Context: an optimization exercise on an open-source flow, tuned for a short achievable clock period and few clock cycles. The choices shown serve that exercise and are no tape-out recipe.
In this exercise RTL edits were held to simulation tests only and were not proved equivalent to the original.

[run.sh]
#!/bin/bash
# synth_recipe.tcl (not shown) runs the flow's synth.tcl, then flattens the netlist and writes it again
# the make line also repeats each setting of config.mk as NAME=value (left out here)
make -C /OpenROAD-flow-scripts/flow DESIGN_CONFIG=/design/flow/config.mk WORK_HOME=/design/flow/orfs CLKGATE_MAP_FILE= SYNTH_SCRIPT=/design/flow/synth_recipe.tcl finish
[design.v]
`timescale 1ns/1ps
`default_nettype none
package sodor_pkg;
    localparam int XLEN     = 32;
    localparam int NUM_REGS = 32;
    typedef logic [XLEN-1:0] word_t;
    typedef logic [31:0]     inst_t;
    typedef logic [4:0]      reg_addr_t;
    localparam logic [6:0] OP_ALU_I  = 7'b0010011;
    localparam logic [6:0] OP_ALU_R  = 7'b0110011;
    localparam logic [6:0] OP_BRANCH = 7'b1100011;
    localparam word_t RESET_PC = '0;
    typedef struct packed {
        logic add;
        logic sll;
        logic slt;
        logic sltu;
        logic xor_;
        logic sr;
        logic or_;
        logic and_;
    } alu_sel_t;
endpackage
`default_nettype wire
`timescale 1ns/1ps
`default_nettype none
module regfile (
    input  logic                 clk,
    input  sodor_pkg::reg_addr_t rs1_addr_i,
    input  sodor_pkg::reg_addr_t rs2_addr_i,
    output sodor_pkg::word_t     rs1_data_o,
    output sodor_pkg::word_t     rs2_data_o,
    input  logic                 we_i,
    input  sodor_pkg::reg_addr_t wr_addr_i,
    input  sodor_pkg::word_t     wr_data_i
);
    sodor_pkg::word_t regs [1:sodor_pkg::NUM_REGS-1];
    always_ff @(posedge clk) begin
        if (we_i && (wr_addr_i != '0)) begin
            regs[wr_addr_i] <= wr_data_i;
        end
    end
    assign rs1_data_o = (rs1_addr_i == '0) ? '0 : regs[rs1_addr_i];
    assign rs2_data_o = (rs2_addr_i == '0) ? '0 : regs[rs2_addr_i];
endmodule
`default_nettype wire
`timescale 1ns/1ps
`default_nettype none
module front_end (
    input  logic                 clk,
    input  logic                 reset,
    input  sodor_pkg::inst_t     imem_data_i,
    output sodor_pkg::word_t     pc_o,
    input  logic                 mispredict_i,
    input  sodor_pkg::word_t     redirect_pc_i,
    input  logic                 x_taken_i,
    input  sodor_pkg::word_t     x_target_i,
    input  sodor_pkg::word_t     alu_result_i,
    input  logic                 w_wr_i,
    input  sodor_pkg::reg_addr_t w_rd_i,
    input  sodor_pkg::word_t     w_data_i,
    output logic                 x_valid_o,
    output sodor_pkg::word_t     x_pc_o,
    output sodor_pkg::word_t     x_pc4_o,
    output logic [12:0]          x_br_off_o,
    output logic                 x_pred_o,
    output logic                 x_is_branch_o,
    output logic                 x_wr_o,
    output sodor_pkg::reg_addr_t x_rd_o,
    output logic [2:0]           x_funct3_o,
    output logic                 x_sub_o,
    output logic                 x_sra_o,
    output sodor_pkg::alu_sel_t  x_sel_o,
    output sodor_pkg::word_t     x_op_a_o,
    output sodor_pkg::word_t     x_op_b_o
);
    sodor_pkg::word_t     pc_q;
    sodor_pkg::inst_t     inst;
    logic [6:0]           opcode;
    logic [2:0]           funct3;
    sodor_pkg::reg_addr_t rs1_addr;
    sodor_pkg::reg_addr_t rs2_addr;
    sodor_pkg::reg_addr_t rd_addr;
    logic                 is_alu_i;
    logic                 is_alu_r;
    logic                 is_alu;
    logic                 is_branch;
    logic                 bwd_branch;
    logic                 pred_taken;
    sodor_pkg::word_t     pred_target;
    logic                 f_wr;
    logic                 kill;
    sodor_pkg::word_t     imm;
    sodor_pkg::word_t     pc_plus4;
    sodor_pkg::word_t     next_pc;
    sodor_pkg::word_t     rf_rs1;
    sodor_pkg::word_t     rf_rs2;
    sodor_pkg::word_t     early_rs1;
    sodor_pkg::word_t     early_rs2;
    sodor_pkg::word_t     op_a;
    sodor_pkg::word_t     op_b;
    logic                 x_hit1;
    logic                 x_hit2;
    sodor_pkg::alu_sel_t  sel;
    logic                 x_valid_q;
    sodor_pkg::word_t     x_pc_q;
    sodor_pkg::word_t     x_pc4_q;
    logic [12:0]          x_br_off_q;
    logic                 x_pred_q;
    logic                 x_bwd_q;
    logic                 x_is_branch_q;
    logic                 x_wr_q;
    sodor_pkg::reg_addr_t x_rd_q;
    logic [2:0]           x_funct3_q;
    logic                 x_sub_q;
    logic                 x_sra_q;
    sodor_pkg::alu_sel_t  x_sel_q;
    sodor_pkg::word_t     x_op_a_q;
    sodor_pkg::word_t     x_op_b_q;
    function automatic logic [29:0] inc30(input logic [29:0] a);
        logic [29:0] r;
        for (int i = 0; i < 30; i++) begin
            r[i] = a[i] ^ ((i == 0) ? 1'b1 : &(a | ~((30'd1 << i) - 30'd1)));
        end
        inc30 = r;
    endfunction
    assign inst      = imem_data_i;
    assign opcode    = inst[6:0];
    assign funct3    = inst[14:12];
    assign rs1_addr  = inst[19:15];
    assign rs2_addr  = inst[24:20];
    assign rd_addr   = inst[11:7];
    assign is_alu_i  = (opcode == sodor_pkg::OP_ALU_I);
    assign is_alu_r  = (opcode == sodor_pkg::OP_ALU_R);
    assign is_alu    = is_alu_i || is_alu_r;
    assign is_branch = (opcode == sodor_pkg::OP_BRANCH);
    assign f_wr      = is_alu && (rd_addr != '0);
    assign imm       = {{20{inst[31]}}, inst[31:20]};
    assign bwd_branch = is_branch && inst[31] && (funct3[2:1] != 2'b01);
    loop_btb u_loop_btb (
        .clk        (clk),
        .reset      (reset),
        .f_pc_i     (pc_q),
        .taken_o    (pred_taken),
        .target_o   (pred_target),
        .x_update_i (x_valid_q && x_bwd_q),
        .x_pc_i     (x_pc_q),
        .x_taken_i  (x_taken_i),
        .x_target_i (x_target_i)
    );
    assign pc_plus4 = {inc30(pc_q[31:2]), pc_q[1:0]};
    assign next_pc  = pred_taken ? pred_target : pc_plus4;
    assign kill     = reset || mispredict_i;
    always_ff @(posedge clk) begin
        if (reset) begin
            pc_q <= sodor_pkg::RESET_PC;
        end else if (mispredict_i) begin
            pc_q <= redirect_pc_i;
        end else begin
            pc_q <= next_pc;
        end
    end
    regfile u_regfile (
        .clk        (clk),
        .rs1_addr_i (rs1_addr),
        .rs2_addr_i (rs2_addr),
        .rs1_data_o (rf_rs1),
        .rs2_data_o (rf_rs2),
        .we_i       (w_wr_i),
        .wr_addr_i  (w_rd_i),
        .wr_data_i  (w_data_i)
    );
    assign early_rs1 = (w_wr_i && (w_rd_i == rs1_addr)) ? w_data_i : rf_rs1;
    assign early_rs2 = (w_wr_i && (w_rd_i == rs2_addr)) ? w_data_i : rf_rs2;
    assign x_hit1    = x_wr_q && (x_rd_q == rs1_addr);
    assign x_hit2    = x_wr_q && (x_rd_q == rs2_addr);
    assign op_a      = x_hit1 ? alu_result_i : early_rs1;
    assign op_b      = is_alu_i ? imm : (x_hit2 ? alu_result_i : early_rs2);
    always_comb begin
        sel      = '0;
        sel.add  = (funct3 == 3'b000);
        sel.sll  = (funct3 == 3'b001);
        sel.slt  = (funct3 == 3'b010);
        sel.sltu = (funct3 == 3'b011);
        sel.xor_ = (funct3 == 3'b100);
        sel.sr   = (funct3 == 3'b101);
        sel.or_  = (funct3 == 3'b110);
        sel.and_ = (funct3 == 3'b111);
    end
    always_ff @(posedge clk) begin
        x_valid_q     <= !kill;
        x_wr_q        <= f_wr && !kill;
        x_pc_q        <= pc_q;
        x_pc4_q       <= pc_plus4;
        x_br_off_q    <= {inst[31], inst[7], inst[30:25], inst[11:8], 1'b0};
        x_pred_q      <= pred_taken;
        x_bwd_q       <= bwd_branch;
        x_is_branch_q <= is_branch;
        x_rd_q        <= rd_addr;
        x_funct3_q    <= funct3;
        x_sub_q       <= is_branch || (funct3[2:1] == 2'b01) ||
                         (is_alu_r && (funct3 == 3'b000) && inst[30]);
        x_sra_q       <= inst[30];
        x_sel_q       <= sel;
        x_op_a_q      <= op_a;
        x_op_b_q      <= op_b;
    end
    assign pc_o          = pc_q;
    assign x_valid_o     = x_valid_q;
    assign x_pc_o        = x_pc_q;
    assign x_pc4_o       = x_pc4_q;
    assign x_br_off_o    = x_br_off_q;
    assign x_pred_o      = x_pred_q;
    assign x_is_branch_o = x_is_branch_q;
    assign x_wr_o        = x_wr_q;
    assign x_rd_o        = x_rd_q;
    assign x_funct3_o    = x_funct3_q;
    assign x_sub_o       = x_sub_q;
    assign x_sra_o       = x_sra_q;
    assign x_sel_o       = x_sel_q;
    assign x_op_a_o      = x_op_a_q;
    assign x_op_b_o      = x_op_b_q;
endmodule
`default_nettype wire
`default_nettype none
module loop_btb #(
    parameter int ENTRIES = 8,
    parameter int CNT_W   = 6
) (
    input  logic             clk,
    input  logic             reset,
    input  sodor_pkg::word_t f_pc_i,
    output logic             taken_o,
    output sodor_pkg::word_t target_o,
    input  logic             x_update_i,
    input  sodor_pkg::word_t x_pc_i,
    input  logic             x_taken_i,
    input  sodor_pkg::word_t x_target_i
);
    logic             valid_q  [ENTRIES];
    logic             conf_q   [ENTRIES];
    logic [31:1]      tag_q    [ENTRIES];
    sodor_pkg::word_t target_q [ENTRIES];
    logic [CNT_W-1:0] cnt_q    [ENTRIES];
    logic [CNT_W-1:0] trip_q   [ENTRIES];
    logic [2:0]       victim_q;
    logic             u_update_q;
    logic             u_taken_q;
    logic [31:1]      u_pc_q;
    sodor_pkg::word_t u_target_q;
    logic [ENTRIES-1:0] u_hit;
    logic [ENTRIES-1:0] f_hit;
    logic [ENTRIES-1:0] f_exit;
    always_comb begin
        taken_o  = 1'b0;
        target_o = '0;
        for (int i = 0; i < ENTRIES; i++) begin
            f_hit[i]  = valid_q[i] && (tag_q[i] == f_pc_i[31:1]);
            f_exit[i] = conf_q[i] && (cnt_q[i] == trip_q[i]);
            taken_o   = taken_o | (f_hit[i] & !f_exit[i]);
            target_o  = target_o | ({32{f_hit[i]}} & target_q[i]);
        end
    end
    always_ff @(posedge clk) begin
        u_update_q <= x_update_i && !reset;
        u_taken_q  <= x_taken_i;
        u_pc_q     <= x_pc_i[31:1];
        u_target_q <= x_target_i;
    end
    always_comb begin
        for (int i = 0; i < ENTRIES; i++) begin
            u_hit[i] = valid_q[i] && (tag_q[i] == u_pc_q);
        end
    end
    always_ff @(posedge clk) begin
        if (reset) begin
            for (int i = 0; i < ENTRIES; i++) begin
                valid_q[i] <= 1'b0;
            end
            victim_q <= '0;
        end else if (u_update_q) begin
            if (|u_hit) begin
                for (int i = 0; i < ENTRIES; i++) begin
                    if (u_hit[i]) begin
                        if (u_taken_q) begin
                            if (cnt_q[i] == '1) begin
                                conf_q[i] <= 1'b0;
                            end else begin
                                cnt_q[i] <= cnt_q[i] + 1'b1;
                            end
                        end else begin
                            trip_q[i] <= cnt_q[i];
                            conf_q[i] <= (cnt_q[i] != '1);
                            cnt_q[i]  <= '0;
                        end
                    end
                end
            end else if (u_taken_q) begin
                valid_q[victim_q]  <= 1'b1;
                conf_q[victim_q]   <= 1'b0;
                tag_q[victim_q]    <= u_pc_q;
                target_q[victim_q] <= u_target_q;
                cnt_q[victim_q]    <= 1;
                victim_q           <= victim_q + 1'b1;
            end
        end
    end
endmodule
`default_nettype wire
`timescale 1ns/1ps
`default_nettype none
module alu_unit (
    input  sodor_pkg::word_t    op_a_i,
    input  sodor_pkg::word_t    op_b_i,
    input  logic                sub_i,     
    input  logic                sra_i,
    input  sodor_pkg::alu_sel_t sel_i,
    output sodor_pkg::word_t    result_o,
    output logic                eq_o,
    output logic                lt_o,
    output logic                ltu_o
);
    sodor_pkg::word_t b_eff;
    sodor_pkg::word_t sum;
    logic             carry;
    sodor_pkg::word_t sll_res;
    sodor_pkg::word_t sr_res;
    logic [4:0]       shamt;
    assign b_eff        = sub_i ? ~op_b_i : op_b_i;
    assign {carry, sum} = {1'b0, op_a_i} + {1'b0, b_eff} + {32'd0, sub_i};
    assign eq_o  = (op_a_i == op_b_i);
    assign ltu_o = !carry;
    assign lt_o  = (op_a_i[31] ^ op_b_i[31]) ? op_a_i[31] : sum[31];
    assign shamt   = op_b_i[4:0];
    assign sll_res = op_a_i << shamt;
    assign sr_res  = sodor_pkg::word_t'($signed({sra_i & op_a_i[31], op_a_i}) >>> shamt);
    assign result_o = ({32{sel_i.add}}  & sum)
                    | ({32{sel_i.sll}}  & sll_res)
                    | ({32{sel_i.slt}}  & {31'd0, lt_o})
                    | ({32{sel_i.sltu}} & {31'd0, ltu_o})
                    | ({32{sel_i.xor_}} & (op_a_i ^ op_b_i))
                    | ({32{sel_i.sr}}   & sr_res)
                    | ({32{sel_i.or_}}  & (op_a_i | op_b_i))
                    | ({32{sel_i.and_}} & (op_a_i & op_b_i));
endmodule
`default_nettype wire
`timescale 1ns/1ps
`default_nettype none
module branch_unit (
    input  logic             valid_i,
    input  logic             is_branch_i,
    input  logic             pred_i,
    input  logic [2:0]       funct3_i,
    input  sodor_pkg::word_t op_a_i,
    input  sodor_pkg::word_t op_b_i,
    input  sodor_pkg::word_t pc_i,
    input  sodor_pkg::word_t pc4_i,
    input  logic [12:0]      br_off_i,
    output logic             taken_o,
    output sodor_pkg::word_t target_o,
    output logic             mispredict_o,
    output sodor_pkg::word_t redirect_pc_o
);
    logic        cond;
    logic        eq;
    logic        lt;
    logic        ltu;
    assign eq  = (op_a_i == op_b_i);
    assign ltu = (op_a_i < op_b_i);
    assign lt  = ($signed(op_a_i) < $signed(op_b_i));
    always_comb begin
        case (funct3_i)
            3'b000:  cond = eq;
            3'b001:  cond = !eq;
            3'b100:  cond = lt;
            3'b101:  cond = !lt;
            3'b110:  cond = ltu;
            3'b111:  cond = !ltu;
            default: cond = 1'b0;
        endcase
    end
    pc_adder u_pc_adder (
        .pc_i     (pc_i),
        .off_i    (br_off_i),
        .target_o (target_o)
    );
    assign taken_o       = valid_i && is_branch_i && cond;
    assign mispredict_o  = valid_i && (is_branch_i ? (cond != pred_i) : pred_i);
    assign redirect_pc_o = pred_i ? pc4_i : target_o;
endmodule
`default_nettype wire
`default_nettype none
module pc_adder (
    input  sodor_pkg::word_t pc_i,
    input  logic [12:0]      off_i,
    output sodor_pkg::word_t target_o
);
    assign target_o = pc_i + {{19{off_i[12]}}, off_i};
endmodule
`default_nettype wire
`timescale 1ns/1ps
`default_nettype none
module writeback_stage (
    input  logic                 clk,
    input  logic                 reset,
    input  logic                 x_valid_i,
    input  sodor_pkg::word_t     x_pc_i,
    input  logic                 x_is_branch_i,
    input  logic                 x_taken_i,
    input  logic                 x_wr_i,
    input  sodor_pkg::reg_addr_t x_rd_i,
    input  sodor_pkg::word_t     x_data_i,
    output logic                 w_valid_o,
    output sodor_pkg::word_t     w_pc_o,
    output logic                 w_is_branch_o,
    output logic                 w_taken_o,
    output logic                 w_wr_o,
    output sodor_pkg::reg_addr_t w_rd_o,
    output sodor_pkg::word_t     w_data_o
);
    logic                 valid_q;
    sodor_pkg::word_t     pc_q;
    logic                 is_branch_q;
    logic                 taken_q;
    logic                 wr_q;
    sodor_pkg::reg_addr_t rd_q;
    sodor_pkg::word_t     data_q;
    always_ff @(posedge clk) begin
        valid_q     <= x_valid_i && !reset;
        wr_q        <= x_wr_i && !reset;
        pc_q        <= x_pc_i;
        is_branch_q <= x_is_branch_i;
        taken_q     <= x_taken_i;
        rd_q        <= x_rd_i;
        data_q      <= x_data_i;
    end
    assign w_valid_o     = valid_q;
    assign w_pc_o        = pc_q;
    assign w_is_branch_o = is_branch_q;
    assign w_taken_o     = taken_q;
    assign w_wr_o        = wr_q;
    assign w_rd_o        = rd_q;
    assign w_data_o      = data_q;
endmodule
`default_nettype wire
`timescale 1ns/1ps
`default_nettype none
module sodor_core (
    input  logic               clk,
    input  logic               reset,
    input  logic [31:0]        imem_data_i,
    output logic [31:0]        pc_o,
    output logic               retire_valid_o,
    output logic [31:0]        retire_pc_o,
    output logic               retire_is_branch_o,
    output logic               retire_taken_o,
    output logic               retire_writes_rd_o,
    output logic [4:0]         retire_rd_o,
    output logic [31:0]        retire_data_o
);
    logic                 x_valid;
    sodor_pkg::word_t     x_pc;
    sodor_pkg::word_t     x_pc4;
    logic [12:0]          x_br_off;
    logic                 x_pred;
    logic                 x_is_branch;
    logic                 x_wr;
    sodor_pkg::reg_addr_t x_rd;
    logic [2:0]           x_funct3;
    logic                 x_sub;
    logic                 x_sra;
    sodor_pkg::alu_sel_t  x_sel;
    sodor_pkg::word_t     x_op_a;
    sodor_pkg::word_t     x_op_b;
    sodor_pkg::word_t     alu_result;
    logic                 eq;
    logic                 lt;
    logic                 ltu;
    logic                 taken;
    sodor_pkg::word_t     target;
    logic                 mispredict;
    sodor_pkg::word_t     redirect_pc;
    logic                 w_valid;
    sodor_pkg::word_t     w_pc;
    logic                 w_is_branch;
    logic                 w_taken;
    logic                 w_wr;
    sodor_pkg::reg_addr_t w_rd;
    sodor_pkg::word_t     w_data;
    front_end u_front_end (
        .clk           (clk),
        .reset         (reset),
        .imem_data_i   (imem_data_i),
        .pc_o          (pc_o),
        .mispredict_i  (mispredict),
        .redirect_pc_i (redirect_pc),
        .x_taken_i     (taken),
        .x_target_i    (target),
        .alu_result_i  (alu_result),
        .w_wr_i        (w_wr),
        .w_rd_i        (w_rd),
        .w_data_i      (w_data),
        .x_valid_o     (x_valid),
        .x_pc_o        (x_pc),
        .x_pc4_o       (x_pc4),
        .x_br_off_o    (x_br_off),
        .x_pred_o      (x_pred),
        .x_is_branch_o (x_is_branch),
        .x_wr_o        (x_wr),
        .x_rd_o        (x_rd),
        .x_funct3_o    (x_funct3),
        .x_sub_o       (x_sub),
        .x_sra_o       (x_sra),
        .x_sel_o       (x_sel),
        .x_op_a_o      (x_op_a),
        .x_op_b_o      (x_op_b)
    );
    alu_unit u_alu_unit (
        .op_a_i   (x_op_a),
        .op_b_i   (x_op_b),
        .sub_i    (x_sub),
        .sra_i    (x_sra),
        .sel_i    (x_sel),
        .result_o (alu_result),
        .eq_o     (eq),
        .lt_o     (lt),
        .ltu_o    (ltu)
    );
    branch_unit u_branch_unit (
        .valid_i       (x_valid),
        .is_branch_i   (x_is_branch),
        .pred_i        (x_pred),
        .funct3_i      (x_funct3),
        .op_a_i        (x_op_a),
        .op_b_i        (x_op_b),
        .pc_i          (x_pc),
        .pc4_i         (x_pc4),
        .br_off_i      (x_br_off),
        .taken_o       (taken),
        .target_o      (target),
        .mispredict_o  (mispredict),
        .redirect_pc_o (redirect_pc)
    );
    writeback_stage u_writeback_stage (
        .clk           (clk),
        .reset         (reset),
        .x_valid_i     (x_valid),
        .x_pc_i        (x_pc),
        .x_is_branch_i (x_is_branch),
        .x_taken_i     (taken),
        .x_wr_i        (x_wr),
        .x_rd_i        (x_rd),
        .x_data_i      (alu_result),
        .w_valid_o     (w_valid),
        .w_pc_o        (w_pc),
        .w_is_branch_o (w_is_branch),
        .w_taken_o     (w_taken),
        .w_wr_o        (w_wr),
        .w_rd_o        (w_rd),
        .w_data_o      (w_data)
    );
    assign retire_valid_o     = w_valid;
    assign retire_pc_o        = w_pc;
    assign retire_is_branch_o = w_is_branch;
    assign retire_taken_o     = w_taken;
    assign retire_writes_rd_o = w_wr;
    assign retire_rd_o        = w_rd;
    assign retire_data_o      = w_data;
endmodule
`default_nettype wire
[constraint.sdc]
create_clock -name core_clock -period 6.0 [get_ports {clk}]
set_input_delay 1.2000 -clock core_clock [delete_from_list [all_inputs] [get_ports {clk}]]
set_output_delay 1.2000 -clock core_clock [all_outputs]
set_load 0.01 [all_outputs]
[config.mk]
export PLATFORM = sky130hd
export DESIGN_NAME = sodor_core
export DESIGN_NICKNAME = sodor_core
export VERILOG_FILES = /design/flow/design.v
export SDC_FILE = /design/flow/constraint.sdc
export NUM_CORES = 4
export LEC_CHECK = 0
export ABC_CLOCK_PERIOD_IN_PS = 2500
export CAP_MARGIN = 20
export CORE_MARGIN = 2
export CORE_UTILIZATION = 40
export GPL_TIMING_DRIVEN = 1
export SETUP_SLACK_MARGIN = 3.3
export SLEW_MARGIN = 20
export SYNTH_HIERARCHICAL = 1
==> insert_results.sql <==
INSERT INTO impl_metrics (metric_group, metric, value, unit) VALUES
('global_routing', 'grt_pass1_wl', '506400', 'um'),
('placed_design', 'dp_worst_setup_slack', '1.123', 'ns'),
('routing', 'drt-wirelength-per-cell', '33.67', 'um'),
('clocking', 'cts.sink_count', '1936', ''),
('timing', 'setup_viol_count_final', '0', ''),
('global_routing', 'antenna_found_initial', '24', ''),
('routing', 'route.antenna.remaining_nets', '0', ''),
('floorplan', 'initial_core_util', '0.4012', ''),
('finish', 'synthToLayoutAreaGrowth', '26.77', '%'),
('floorplan', 'die-width', '492.0', 'um'),
('timing', 'timing.final.max_slew_violations', '0', ''),
('routing', 'drc_errors', '0', ''),
('timing', 'postLayoutSetupSlackWorst', '2.471', 'ns'),
('synth', 'syn_inst_count', '6851', ''),
('setup_path', 'critical_path.endpoint_type', 'flip-flop', ''),
('finish', 'layout-drive-gt1-share', '0.3222', ''),
('clocking', 'ctsLongestPathBuffers', '3', ''),
('routing', 'detailroute.via_count', '70435', ''),
('power_and_ir_drop', 'irDropWorstVdd', '285.9', 'uV'),
('clocking', 'insertion_delay', '0.90', 'ns'),
('hold_path', 'min_path_type', 'reg -> reg', ''),
('global_routing', 'grt.total_usage', '0.2921', ''),
('floorplan', 'core-area', '0.2374', 'mm^2'),
('global_routing', 'grt_remaining_overflow', '0', ''),
('floorplan', 'pin_count', '139', ''),
('routing', 'avgViaCountPerCell', '6.352', ''),
('timing', 'min_period', '3.529', 'ns'),
('synth', 'avgSynthCellArea', '13.90', 'um^2'),
('power_and_ir_drop', 'cellPowerDensity', '280.8', 'mW/mm^2'),
('timing', 'period_share', '0.5882', ''),
('power_and_ir_drop', 'total_power', '0.03391', 'W'),
('placed_design', 'gp_congestion', '1.003', ''),
('clocking', 'cts.reportedPaths.clkPinSlew', '0.07', 'ns'),
('setup_path', 'class_of_the_most_critical_setup_path', 'reg -> reg', ''),
('floorplan', 'num_rows', '179', ''),
('clocking', 'num_cts_buffers', '205', ''),
('placed_design', 'number_of_input_and_output_port_buffers_inserted', '138', ''),
('timing', 'hold_viol', '0', ''),
('job', 'drv.max_cap_violation_count', '0', ''),
('clocking', 'number_of_h_tree_branching_levels', '4', ''),
('clocking', 'tritoncts_clock_tree', 'yes', ''),
('synth', 'synth_area', '0.09526', 'mm^2'),
('routing', 'routed_wirelength', '373400', 'um'),
('routing', 'drt_iter0_markers', '9828', ''),
('timing', 'worst-slew-pin-transition', '1.117', 'ns'),
('timing', 'rsz0062_at_grt', 'yes', ''),
('floorplan', 'die_area', '0.2421', 'mm^2'),
('timing', 'fmax', '283.4', 'MHz'),
('global_routing', 'first_global_vias', '66795', ''),
('setup_path', 'worst_r2r_path_depth', '15', ''),
('synth', 'yosysWarnings', '12', ''),
('timing', 'sum_of_negative_setup_slack', '0', 'ns'),
('global_routing', 'grt_start_max_net_pins', '72', ''),
('setup_path', 'startpoint_type', 'flip-flop', ''),
('run_status', 'outcome', 'finished clean', ''),
('setup_path', 'r2r_slack', '2.47', 'ns'),
('power_and_ir_drop', 'static_leakage', '43.57', 'nW'),
('synth', 'syn-num-nets', '7060', ''),
('timing', 'finClkSkew', '0.09285', 'ns'),
('clocking', 'ctsRootBufferMaster', 'clkbuf_16', ''),
('setup_path', 'cp.required', '6.76', 'ns'),
('floorplan', 'dieHeight', '492.0', 'um'),
('setup_path', 'critical_path_peak_fanout', '13', ''),
('finish', 'final.fill_count', '19702', ''),
('placed_design', 'dp.final_hpwl', '218800', 'um'),
('finish', 'fin_nets', '7949', ''),
('hold_path', 'worstHoldPathCells', '0', ''),
('routing', 'drt_pass1_iterations', '6', ''),
('timing', 'max_slew_margin', '0.2532', ''),
('setup_path', 'cp.arrival', '4.29', 'ns');
stage by stage:
step | std cells | instance area [um^2] | util | hold slack [ns]
floorplan | 6851 | 95900 | - | 0.3470
global placement | 10020 | 101200 | 0.4263 | 0.3601
detailed placement | 10021 | 101200 | 0.4264 | 0.3686
CTS | 10904 | 117100 | 0.4932 | 0.3766
global route | 11083 | 120700 | 0.5086 | 0.3876
finish | 11089 | 120800 | 0.5086 | 0.3774
report_power, final:
group / total [W] / switching (W) / internal [W]
combinational: 0.00591 / 0.00337 / 0.00254
sequential: 0.0153 / 0.000336 / 0.0150
clock: 0.0127 / 0.00563 / 0.00703
metal layers:
metal  global-route usage  share of wire  wire (um)  up-vias
met1               0.3877           0.37     139100    35978
met3              0.08127           0.13      47200     1065
li1                     -              -          -    28571
met2               0.4398           0.44     163800     4803
met4               0.1447          0.062      23150       18
met5                    0        0.00029        109        -
flip-flops by register name, indices dropped and copies added (netlist names), 30 cells and up:
name                               count
u_front_end.u_regfile.regs           992
u_front_end.u_loop_btb.target_q      256
u_front_end.u_loop_btb.tag_q         248
u_front_end.u_loop_btb.cnt_q          48
u_front_end.u_loop_btb.trip_q         48
u_front_end.pc_q                      32
u_front_end.u_loop_btb.u_target_q     32
u_front_end.x_op_a_q                  32
u_front_end.x_op_b_q                  32
u_front_end.x_pc4_q                   32
u_writeback_stage.data_q              32
u_writeback_stage.pc_q                32
u_front_end.u_loop_btb.u_pc_q         31
u_front_end.x_pc_q                    30
layout by cell type, fill, tap and decap left out, types with 113 or more instances in the layout:
cell type     n
ha_1        138
inv_1       137
edfxtp_1   1544
a21oi_1     192
o21ai_0     113
dfxtp_1     221
buf_12      137
dfxtp_4     128
a22oi_1     184
nand2_1     284
buf_6       192
mux4_2      403
nor2_1      289
nand3_1     126
clkbuf_16   236
nand4_1     243
xor2_1      265
mux2i_1     390
buf_4       573
xnor2_1     317
cell type report:
cell class / count / area (um^2) / area share
sequential: 1936 / 54750 / 0.4534
multi-input combinational: 4329 / 41320 / 0.3422
timing repair buffer: 1114 / 13430 / 0.1113
clock buffer: 276 / 5640 / 0.04671
tap: 3167 / 3963 / 0.03282
clock inverter: 105 / 1012 / 0.008383
inverter: 153 / 603.1 / 0.004994
antenna: 8 / 20.02 / 0.0001658
timing repair inverter: 1 / 11.26 / 0.00009325
critical path, stage by stage (launching register included):
cell and delay [ns]:
dfxtp_4 0.43, ha_4 0.31, nand4_1 0.20, nor4_4 0.39, nand3_1 0.13, xor2_1 0.17, nor4b_2 0.40, a2111oi_4 0.10
buf_6 0.16, mux2i_4 0.19, buf_12 0.15, buf_12 0.13, buf_16 0.14, nor2_4 0.18, o21ai_4 0.15, nor2_2 0.14
final timing paths:
| kind | from | end |
|---|---|---|
| max | u_front_end.x_op_a_q[15] | u_front_end.x_wr_q |
| min | u_front_end.pc_q[0] | u_front_end.x_pc4_q[0] |
| max reg2reg | u_front_end.x_op_a_q[15] | u_front_end.x_wr_q |
| min reg2reg | u_front_end.pc_q[0] | u_front_end.x_pc4_q[0] |
what timing repair did:
action	CTS	global route
endpoints found under the setup margin	1482	770
cloned	63	38
buffers inserted	439	139
gates resized for setup	1317	396
hold endpoints to repair	0	0
hold buffers	0	0
pin swaps	164	150
Testbench counts, summed over its fixed seeds: cycles 33,514.

[separate check: timing with driven ports]
How much do the figures lean on ideal ports? The routed layout below was timed once more, with nothing changed but the port constraints.
Step 1 (the two cells are an assumption about what drives the block):
set clk [get_ports {clk}]
set_driving_cell -lib_cell sky130_fd_sc_hd__clkbuf_16 $clk
set_driving_cell -lib_cell sky130_fd_sc_hd__buf_2 [delete_from_list [all_inputs] $clk]
Step 2 also shifts input and output timing later by t, the mid clock arrival at the registers, as if the neighbouring blocks saw the same clock.
a / b / c = ideal / step 1 / step 2; a / b = the first two.
shift t [ns]: 0.956
setup WS [ns]: 2.471 / 2.471 / 1.768
clock arrival spread, ns: 0.097 / 0.097
worst register clock-pin slew, ns: 0.07 / 0.07
worst slew at a driven data input, ns: 0.52
After both steps setup and hold are still met in this run. For this run, drivers alone change the setup slack by 0.000 ns; drivers and shift together by -0.703 ns.
